Context: an optimization exercise on an open-source flow, tuned for small area, a short achievable clock period and few clock cycles. The choices shown serve that exercise and are no tape-out recipe.
Function was not checked in any run shown here: the RTL went through the layout flow alone.
Power figures rest on the tool's default switching activity, not on a simulated workload.

==> flow/design.v (outline; a module is shown in full before it is edited, if it fits) <==
// module requant_argmax_pipe: 1262 lines
module requant_argmax_pipe #(
  parameter int ACC_W       = 25,
  parameter int OUT_W       = 8,
  parameter int MULT_W      = 16,
  parameter int SHIFT_W     = 5,
  parameter int NUM_CLASSES = 10,
  parameter int IDX_W       = $clog2(NUM_CLASSES)
) (
  input  logic                     clk,
  input  logic                     rst_n,
  input  logic                     cfg_load,
  input  logic signed [ACC_W-1:0]  cfg_bias,
  input  logic        [MULT_W-1:0] cfg_mult,
  input  logic       [SHIFT_W-1:0] cfg_shift,
  input  logic                     cfg_round,
  input  logic signed [OUT_W-1:0]  cfg_offset,
  input  logic signed [OUT_W-1:0]  cfg_min,
  input  logic signed [OUT_W-1:0]  cfg_max,
  output logic                     busy,
  input  logic                     in_valid,
  output logic                     in_ready,
  input  logic signed [ACC_W-1:0]  in_data,
  input  logic                     in_last,
  output logic                     out_valid,
  input  logic                     out_ready,
  output logic signed [OUT_W-1:0]  out_data,
  output logic                     out_last,
  output logic                     argmax_valid,
  output logic        [IDX_W-1:0]  argmax_idx,
  output logic signed [OUT_W-1:0]  argmax_val
);
  // ...
==> flow/run.sh <==
#!/bin/bash
# synth_recipe.tcl (not shown) runs the flow's synth.tcl, then flattens the netlist and writes it again
# the make line also repeats each setting of config.mk as NAME=value (left out here)
make -C /OpenROAD-flow-scripts/flow DESIGN_CONFIG=/design/flow/config.mk WORK_HOME=/design/flow/orfs CLKGATE_MAP_FILE= SYNTH_SCRIPT=/design/flow/synth_recipe.tcl finish
==> flow/config.mk <==
export PLATFORM = sky130hd
export DESIGN_NAME = requant_argmax_pipe
export DESIGN_NICKNAME = requant_argmax_pipe
export VERILOG_FILES = /design/flow/design.v
export SDC_FILE = /design/flow/constraint.sdc
export NUM_CORES = 4
export LEC_CHECK = 0
export CAP_MARGIN = 20
export CORE_MARGIN = 2
export CORE_UTILIZATION = 40
export SLEW_MARGIN = 20
==> flow/constraint.sdc <==
create_clock -name core_clock -period 12.0 [get_ports {clk}]
set_input_delay 2.4000 -clock core_clock [delete_from_list [all_inputs] [get_ports {clk}]]
set_output_delay 2.4000 -clock core_clock [all_outputs]
set_load 0.01 [all_outputs]
==> impl_metrics.toml, run 1 <==
[critical_path]
crit_type = "reg2reg"
reg2reg_depth = 20
start_kind = "flip-flop"
cp_top_family = "adder cells"
path_cells = "buf_4, ha_1, a22oi_1, xnor2_1, fa_1, fa_1, inv_1, fa_1, inv_1, fa_1, ha_1, a211oi_1, o21ai_0, a221o_1, a21oi_1, o31ai_2, a2111oi_1, o31ai_1, a41oi_1, xnor2_1"
setup.worst_path.end_class = "flip-flop"
r2r_end = "p_q[40]"
worstPathRequired_ps = 12260
cp-endpoint = "p_q[40]"

[place]
dp_hpwl_um = 45360

[synth]
synth_edf_count = 88
syn_inst = 2515
syn_area_um2 = 22520
ys_warn_count = 1
synth_top_family_by_area = "adder cells"
yosys.area.top_type = "fa_1"
synth-async-reset-ratio = 0
avgSynthCellArea_um2 = 8.954

[floorplan]
ios = 127
initial_core_util = 0.4064

[pwr]
maxPowerGroup = "combinational cells"
power_frac_comb = 0.700
p_int_mw = 3.079
p_clk_mw = 0.601
power.density_nw_per_um2 = 241.0

[layout]
final_nets = 2915
utilization = 0.4471
seq_cells = 194
mostFrequentLayoutCells = "nand2_1 (240), inv_1 (239), a22oi_1 (182)"
largest_reg_flops = 42
final_area_um2 = 24780
drive_gt1_frac = 0.05777

[flow_run]
drv_cap = 0

[clock_tree]
ctsResizeCount = 0
cts_hold_buf = 0
clk_latency_ps = 510

[min_path]
whs_path_depth = 0
min_path_type = "reg2reg"
hp-start = "l1_q"

[status]
status = "complete, no violations"

[global_route]
grt_pass1_vias = 18400
antenna_found_initial = 0
grt_overflow = 0

[timing]
fmax_mhz = 129.4

[routing]
dr.pass1.iters = 5
==> run 2: changes to the inputs <==
--- a/flow/config.mk
+++ b/flow/config.mk
@@ -10,2 +10,3 @@
 export CORE_UTILIZATION = 40
+export SETUP_SLACK_MARGIN = 5
 export SLEW_MARGIN = 20
==> run 2 against run 1 <==
  * Still clean
  * Via count increased by 0.33%
  * Wire length rose by 0.52%
  * Design area grew 0.44%
  * Clock power about the same
  * Critical endpoint unchanged
  * Largest cell class unchanged
==> impl_metrics.toml, run 2 <==
[floorplan]
placementRows = 86
design.die.area_um2 = 58210
die_height_um = 241.3
initial_core_util = 0.4064
die_w_um = 241.3
ios = 127
core_um2 = 55420

[place]
dp_hpwl_um = 45360
portBuffers = 126
gp_congestion = 0.9142

[layout]
layout_commonest_cell = "nand2_1"
area_growth_pct = 10.51
drive_gt1_frac = 0.06252
seqCellArea_um2 = 4772
fillers = 5412
multi_input_area_um2 = 16130
top_register = "p_q"
final_nets = 2916
top_regs = "p_q x42, s_q x26, bias_q x25"
diodes = 0
largest_reg_flops = 42
mostFrequentLayoutCells = "nand2_1 (240), inv_1 (238), a22oi_1 (182)"

[synth]
dominantRegCellSynth = "dfxtp_1"
avgSynthCellArea_um2 = 8.954
synth_edf_count = 88
netlist.area_leader.share = 0.1493
yosys_register_bits = 194
synth_area_leaders = "fa_1 (15%), edfxtp_1 (12%), dfxtp_1 (9.4%)"
syn_inst = 2515
synth_commonest_cells = "nand2_1 (241), inv_1 (239), a22oi_1 (182)"
yosys.area.top_type = "fa_1"
synth-async-reset-ratio = 0
ys_warn_count = 1
synth-seq-area-share = 0.2116
syn_area_um2 = 22520
synth_nets = 2933
synth_most_common_cell = "nand2_1"
ys_types = 81

[critical_path]
worstPathRequired_ps = 12250
reg2reg_from = "mult_q[1]"
worst-r2r-setup-slack_ps = 5360
cp.arrival_ps = 6900
start_kind = "flip-flop"
crit_type = "reg2reg"
setup.worst_path.end_class = "flip-flop"
reg2reg_depth = 22
r2r_end = "p_q[40]"
cp_max_fo = 58

[clock_tree]
post_cts.repair.setup_buffers = 0
cts-htree-levels = 4
cts_num_sinks = 194
path_clk_slew_ps = 80
clk_latency_ps = 510
cts_buffers = 17
clock_path_buffers = 2
cts_tree = "yes"
clk_root_buffer_cell = "clkbuf_16"

[routing]
wirelength_um = 62760
first_iter_violations = 1237
antenna_left = 0
vias = 18180
dr.pass1.iters = 6
via_per_inst = 5.579
wl_per_cell_um = 19.26
drc = 0

[global_route]
grt_overflow = 0
grt_pass1_vias = 18420
grt_max_degree = 107
grt_usage = 0.2211
grt_pass1_wl_um = 100000
antenna_found_initial = 0

[pwr]
power.density_nw_per_um2 = 242.7
fin_total_pwr_mw = 6.041
peakVddDrop_uv = 208.6
p_leak_nw = 10.05

[timing]
fin_setup_tns_ps = 0
fmax_mhz = 150.5
finalHoldViolCount = 0
period_share = 0.5536
fin_skew_ps = 15.17
slew_headroom = 0.3216
rsz0062_at_grt = "false"
final_period_minus_worst_setup_slack_ps = 6643
slew_violations = 0
tightest_slew_ps = 1018
setup_viol_count_final = 0

[flow_run]
drv_cap = 0

[min_path]
hp-start = "l1_q"
hold_end = "l2_q"
whs_path_depth = 0
min_path_type = "reg2reg"

[status]
status = "complete, no violations"
run 2: cell counts after synthesis:
Identical to the previous run, type by type.
run 2: metal layers:
layer | track usage | vias to the layer above | wire, um
li1 | - | 8656 | -
met2 | 0.3646 | 635 | 29610
met4 | 0.08287 | 0 | 1632
met3 | 0.04433 | 82 | 4309
met1 | 0.2866 | 8810 | 27210
met5 | 0 | - | 0
run 2: layout make-up:
type / count / area share
Tap cell: 748 / 0.03761
Clock inverter: 13 / 0.006435
Multi-Input combinational cell: 1885 / 0.6483
Timing Repair Buffer: 157 / 0.06063
Sequential cell: 194 / 0.1918
Clock buffer: 19 / 0.01825
Inverter: 242 / 0.03685
Timing Repair inverter: 1 / 0.0002011
run 2: worst max path at each step:
stage / start / end / slack [ps] / cells past startpoint
2_1_floorplan: mult_q[1] / p_q[40] / 5510 / 23
3_3_place_gp: mult_q[1] / p_q[40] / 4570 / 20
3_5_place_dp: mult_q[1] / p_q[40] / 4380 / 20
4_1_cts: mult_q[7] / p_q[40] / 5000 / 21
5_1_grt: mult_q[1] / p_q[40] / 5000 / 22
6_report: mult_q[1] / p_q[40] / 5360 / 22
run 2: power by group:
group / switching (mW) / total, mW / internal, mW
Sequential: 0.212 / 1.19 / 0.981
Clock: 0.307 / 0.601 / 0.293
Combinational: 2.41 / 4.25 / 1.83
run 2: cell families (layout without fill, tap and decap cells):
kind of cell               count (synthesis)  after routing  synth area share
muxes                                    104            104           0.06034
AOI/OAI and AO/OA                        666            666            0.2000
DFF                                      194            194            0.2116
xor gates and xnor gates                 305            305            0.1186
adders and majority gates                316            316            0.2316
and+or+nand+nor                          494            494            0.1023
buffers and inverters                    436            432           0.07556
run 2: critical path, cell delays in order (launching register included):
cell and delay [ps]:
dfxtp_2 330, buf_12 210, ha_4 190, nand2b_1 240, inv_4 420, xnor2_1 200, fa_1 470, fa_1 550
inv_1 60, fa_1 540, inv_1 60, fa_1 470, ha_1 390, and4_1 270, and3_1 190, nand2_1 110
o41ai_2 380, a21oi_2 120, o31ai_4 300, a2111oi_4 140, o31ai_2 380, a41oi_1 190, xnor2_1 150
run 2: timing repair:
item,in CTS,in global routing
endpoints found under the setup margin,16,22
pin swaps,0,0
hold buffers,0,0
gates cloned,0,1
resized for setup,8,16
run 2: metrics by stage:
stage / std cells / utilization / hold WS, ps / worst slack, ps / area, um2
CTS: 3258 / 0.4477 / 429.3 / 5002 / 24810
finish: 3259 / 0.4491 / 427.3 / 5357 / 24890
floorplan: 2515 / - / 400.3 / 5513 / 22520
detailed placement: 3226 / 0.4360 / 408.4 / 4380 / 24160
global placement: 3226 / 0.4360 / 408.7 / 4569 / 24160
global route: 3259 / 0.4491 / 448.7 / 5000 / 24890

re-timing with driven ports:
How much do the figures lean on ideal ports? The routed layouts below were timed once more, with nothing changed but the port constraints.
Step 1 assumes that a clkbuf_16 drives the clock port and a buf_2 every other input.
Step 2 also shifts input and output timing later by t, the mid clock arrival at the registers, as if the neighbouring blocks saw the same clock.
Three values: ideal, step 1, step 2; two values: the first two.
run | t (ns) | setup slack, ns | hold slack, ns | latest minus earliest clock arrival (ns) | cell pins on the clock port's net
run 1 | 0.559 | 4.271 / 4.271 / 4.271 | 0.427 / 0.427 / 0.427 | 0.015 / 0.015 | 1
run 2 | 0.556 | 5.357 / 5.357 / 5.357 | 0.427 / 0.427 / 0.427 | 0.015 / 0.015 | 1
After both steps setup and hold are still met in every run listed.
